From an optimization exercise on the open Yosys and OpenROAD flow, aimed at small area, a short achievable clock period and few clock cycles; shortcuts taken in it are not production practice.
Power and IR drop assume default switching activity.

the reference run:
==> module pfx_add, before the edit <==
module pfx_add #(
  parameter int W = 16
) (
  input  logic [W-1:0] a,
  input  logic [W-1:0] b,
  input  logic         cin,
  output logic [W-1:0] s
);
  localparam int L = $clog2(W + 1);
  logic [W:0] g [0:L];
  logic [W:0] p [0:L];
  logic [W-1:0] h;
  assign h = a ^ b;
  assign g[0] = {a & b, cin};
  assign p[0] = {h, 1'b0};
  for (genvar l = 0; l < L; l++) begin : g_lvl
    for (genvar i = 0; i <= W; i++) begin : g_bit
      if (((i >> l) & 1) == 1) begin : g_merge
        localparam int J = ((i >> l) << l) - 1;
        assign g[l+1][i] = g[l][i] | (p[l][i] & g[l][J]);
        assign p[l+1][i] = p[l][i] & p[l][J];
      end else begin : g_pass
        assign g[l+1][i] = g[l][i];
        assign p[l+1][i] = p[l][i];
      end
    end
  end
  assign s = h ^ g[L][W-1:0];
endmodule
==> module max_subtract, before the edit <==
module max_subtract (
  input  logic                   clk,
  input  softmax_pkg::lane_t     max_value,
  input  softmax_pkg::row_t      rd_data,
  output softmax_pkg::diff_row_t out_row
);
  localparam int LW = softmax_pkg::LANE_WIDTH;
  localparam int DW = softmax_pkg::DIFF_WIDTH;
  softmax_pkg::diff_row_t diff_next;
  for (genvar i = 0; i < softmax_pkg::LANES; i++) begin : g_lane
    pfx_add #(.W(DW)) u_sub (
      .a   ({rd_data[i*LW + LW-1], rd_data[i*LW +: LW]}),
      .b   (~{max_value[LW-1], max_value}),
      .cin (1'b1),
      .s   (diff_next[i*DW +: DW])
    );
  end
  always_ff @(posedge clk) begin
    out_row <= diff_next;
  end
endmodule
==> module sum_tree, before the edit <==
module sum_tree (
  input  logic               clk,
  input  logic               reset,
  input  logic               clear_sum,
  input  logic               row_valid,
  input  softmax_pkg::row_t  row_data,
  input  logic               load_m0,
  input  logic               load_m1,
  input  logic               direct_m,
  input  softmax_pkg::lane_t max_value,
  output softmax_pkg::sum_t  sum
);
  localparam int W  = softmax_pkg::SUM_WIDTH;
  localparam int LW = softmax_pkg::LANE_WIDTH;
  localparam int PW = LW + 3;
  logic [PW-1:0] pair0, pair1;
  logic [PW-1:0] pair0_next, pair1_next;
  logic [PW-1:0] nmax4;
  logic          pc0, pc1;
  logic [W-1:0]  op_a, op_b, op_c;
  logic [W-1:0]  t_s, t_c;
  logic [W-1:0]  sum_next;
  assign nmax4 = ~{max_value[LW-1], max_value[LW-1], max_value[LW-1:0], 2'b00};
  assign pair0_next = {{3{row_data[LW-1]}}, row_data[0 +: LW]} +
                      {{3{row_data[2*LW-1]}}, row_data[LW +: LW]};
  assign pair1_next = {{3{row_data[3*LW-1]}}, row_data[2*LW +: LW]} +
                      {{3{row_data[4*LW-1]}}, row_data[3*LW +: LW]};
  always_ff @(posedge clk) begin
    if (reset) begin
      pair0 <= '0;
      pair1 <= '0;
      pc0   <= 1'b0;
      pc1   <= 1'b0;
    end else begin
      pc0 <= !row_valid && load_m0;
      pc1 <= !row_valid && load_m1;
      if (row_valid) begin
        pair0 <= pair0_next;
        pair1 <= pair1_next;
      end else begin
        pair0 <= load_m0 ? nmax4 : '0;
        pair1 <= load_m1 ? nmax4 : '0;
      end
    end
  end
  assign op_a = direct_m ? {{(W-PW){nmax4[PW-1]}}, nmax4} : sum;
  assign op_b = {{(W-PW){pair0[PW-1]}}, pair0};
  assign op_c = {{(W-PW){pair1[PW-1]}}, pair1};
  assign t_s  = op_a ^ op_b ^ op_c;
  assign t_c  = {((op_a & op_b) | (op_a & op_c) | (op_b & op_c)), pc0 | direct_m};
  pfx_add #(.W(W)) u_acc (.a(t_s), .b(t_c), .cin(pc1), .s(sum_next));
  always_ff @(posedge clk) begin
    if (reset || clear_sum) begin
      sum <= '0;
    end else begin
      sum <= sum_next;
    end
  end
endmodule
==> flow/config.mk <==
export PLATFORM = sky130hd
export DESIGN_NAME = softmax_top
export DESIGN_NICKNAME = softmax_top
export VERILOG_FILES = /design/flow/design.v
export SDC_FILE = /design/flow/constraint.sdc
export NUM_CORES = 4
export LEC_CHECK = 0
export CAP_MARGIN = 20
export CORE_MARGIN = 2
export CORE_UTILIZATION = 40
export SETUP_SLACK_MARGIN = 3.0
export SLEW_MARGIN = 20
==> flow/constraint.sdc <==
create_clock -name core_clock -period 5.5 [get_ports {clk}]
set_input_delay 1.1000 -clock core_clock [delete_from_list [all_inputs] [get_ports {clk}]]
set_output_delay 1.1000 -clock core_clock [all_outputs]
set_load 0.01 [all_outputs]
run.sh (not shown) runs the stock make flow with config.mk's settings and CLKGATE_MAP_FILE= SYNTH_SCRIPT=/design/flow/synth_recipe.tcl, a recipe that flattens the netlist after the stock synthesis.
Input-level comparison between the trial run and the reference run:
--- a/flow/design.v
+++ b/flow/design.v
@@ -159,57 +159,24 @@
     end else if (row_valid) begin
       max_value <= best;
     end
   end
 endmodule
 `timescale 1ns/10ps
-module pfx_add #(
-  parameter int W = 16
-) (
-  input  logic [W-1:0] a,
-  input  logic [W-1:0] b,
-  input  logic         cin,
-  output logic [W-1:0] s
-);
-  localparam int L = $clog2(W + 1);
-  logic [W:0] g [0:L];
-  logic [W:0] p [0:L];
-  logic [W-1:0] h;
-  assign h = a ^ b;
-  assign g[0] = {a & b, cin};
-  assign p[0] = {h, 1'b0};
-  for (genvar l = 0; l < L; l++) begin : g_lvl
-    for (genvar i = 0; i <= W; i++) begin : g_bit
-      if (((i >> l) & 1) == 1) begin : g_merge
-        localparam int J = ((i >> l) << l) - 1;
-        assign g[l+1][i] = g[l][i] | (p[l][i] & g[l][J]);
-        assign p[l+1][i] = p[l][i] & p[l][J];
-      end else begin : g_pass
-        assign g[l+1][i] = g[l][i];
-        assign p[l+1][i] = p[l][i];
-      end
-    end
-  end
-  assign s = h ^ g[L][W-1:0];
-endmodule
 module max_subtract (
   input  logic                   clk,
   input  softmax_pkg::lane_t     max_value,
   input  softmax_pkg::row_t      rd_data,
   output softmax_pkg::diff_row_t out_row
 );
   localparam int LW = softmax_pkg::LANE_WIDTH;
   localparam int DW = softmax_pkg::DIFF_WIDTH;
   softmax_pkg::diff_row_t diff_next;
   for (genvar i = 0; i < softmax_pkg::LANES; i++) begin : g_lane
-    pfx_add #(.W(DW)) u_sub (
-      .a   ({rd_data[i*LW + LW-1], rd_data[i*LW +: LW]}),
-      .b   (~{max_value[LW-1], max_value}),
-      .cin (1'b1),
-      .s   (diff_next[i*DW +: DW])
-    );
+    assign diff_next[i*DW +: DW] =
+      {rd_data[i*LW + LW-1], rd_data[i*LW +: LW]} - {max_value[LW-1], max_value};
   end
   always_ff @(posedge clk) begin
     out_row <= diff_next;
   end
 endmodule
 `timescale 1ns/10ps
@@ -230,13 +197,12 @@
   localparam int PW = LW + 3;
   logic [PW-1:0] pair0, pair1;
   logic [PW-1:0] pair0_next, pair1_next;
   logic [PW-1:0] nmax4;
   logic          pc0, pc1;
   logic [W-1:0]  op_a, op_b, op_c;
-  logic [W-1:0]  t_s, t_c;
   logic [W-1:0]  sum_next;
   assign nmax4 = ~{max_value[LW-1], max_value[LW-1], max_value[LW-1:0], 2'b00};
   assign pair0_next = {{3{row_data[LW-1]}}, row_data[0 +: LW]} +
                       {{3{row_data[2*LW-1]}}, row_data[LW +: LW]};
   assign pair1_next = {{3{row_data[3*LW-1]}}, row_data[2*LW +: LW]} +
                       {{3{row_data[4*LW-1]}}, row_data[3*LW +: LW]};
@@ -258,15 +224,13 @@
       end
     end
   end
   assign op_a = direct_m ? {{(W-PW){nmax4[PW-1]}}, nmax4} : sum;
   assign op_b = {{(W-PW){pair0[PW-1]}}, pair0};
   assign op_c = {{(W-PW){pair1[PW-1]}}, pair1};
-  assign t_s  = op_a ^ op_b ^ op_c;
-  assign t_c  = {((op_a & op_b) | (op_a & op_c) | (op_b & op_c)), pc0 | direct_m};
-  pfx_add #(.W(W)) u_acc (.a(t_s), .b(t_c), .cin(pc1), .s(sum_next));
+  assign sum_next = op_a + op_b + op_c + (pc0 | direct_m) + pc1;
   always_ff @(posedge clk) begin
     if (reset || clear_sum) begin
       sum <= '0;
     end else begin
       sum <= sum_next;
     end
==> run notes <==
- Comparing the reference run with the trial run, the core utilization came out essentially unchanged.
- Against the reference run, the trial run reports a count of mapped cells out of synthesis that is higher.
- The combinational cell fraction of total power in the trial run sits 2.8 points below the value recorded for the reference run.
- Going from the reference run to the trial run, the max-slew headroom at the worst pin was found to have gone down by 17 points.
- Compared to the reference run, the trial run was floorplanned on a bigger die.
- Number of vias in the routed layout, the reference run and the trial run, higher one = the reference run.
- The lower post-synthesis instance area came out of the reference run.
- For the trial run, the timing startpoint of the critical path was u_ctrl.direct_m, unlike the reference run, where it was wb_rdata[9].
No run of this note included a check of the RTL's function; only the layout flow was run.

## port drivers added, routing unchanged
Ports are ideal in the flow. The routed layouts listed here were re-timed in OpenROAD.
Step 1: set_driving_cell puts a clkbuf_16 on clk and a buf_2 on each other input, an assumption about the parent block.
Step 2 moves the port delays by t, midway between the first and last clock arrival at a register: inputs arrive t later, outputs are due t later. That takes back most of the time a late clock gives input paths.
Three values: ideal ports, drivers, drivers and shift; two values: the first two.
run	t, ns	slack for setup (ns)	slew at the worst register clock pin (ns)	worst data-port slew with drivers (ns)
the reference run	0.684	2.290 / 2.308 / 1.623	0.07 / 0.07	0.15
the trial run	0.686	1.943 / 1.943 / 1.507	0.07 / 0.07	0.13
After both steps setup and hold are still met in every run listed. The setup slack of the reference run, which loses most, moves by +0.018 ns with the drivers and by -0.667 ns with both steps.
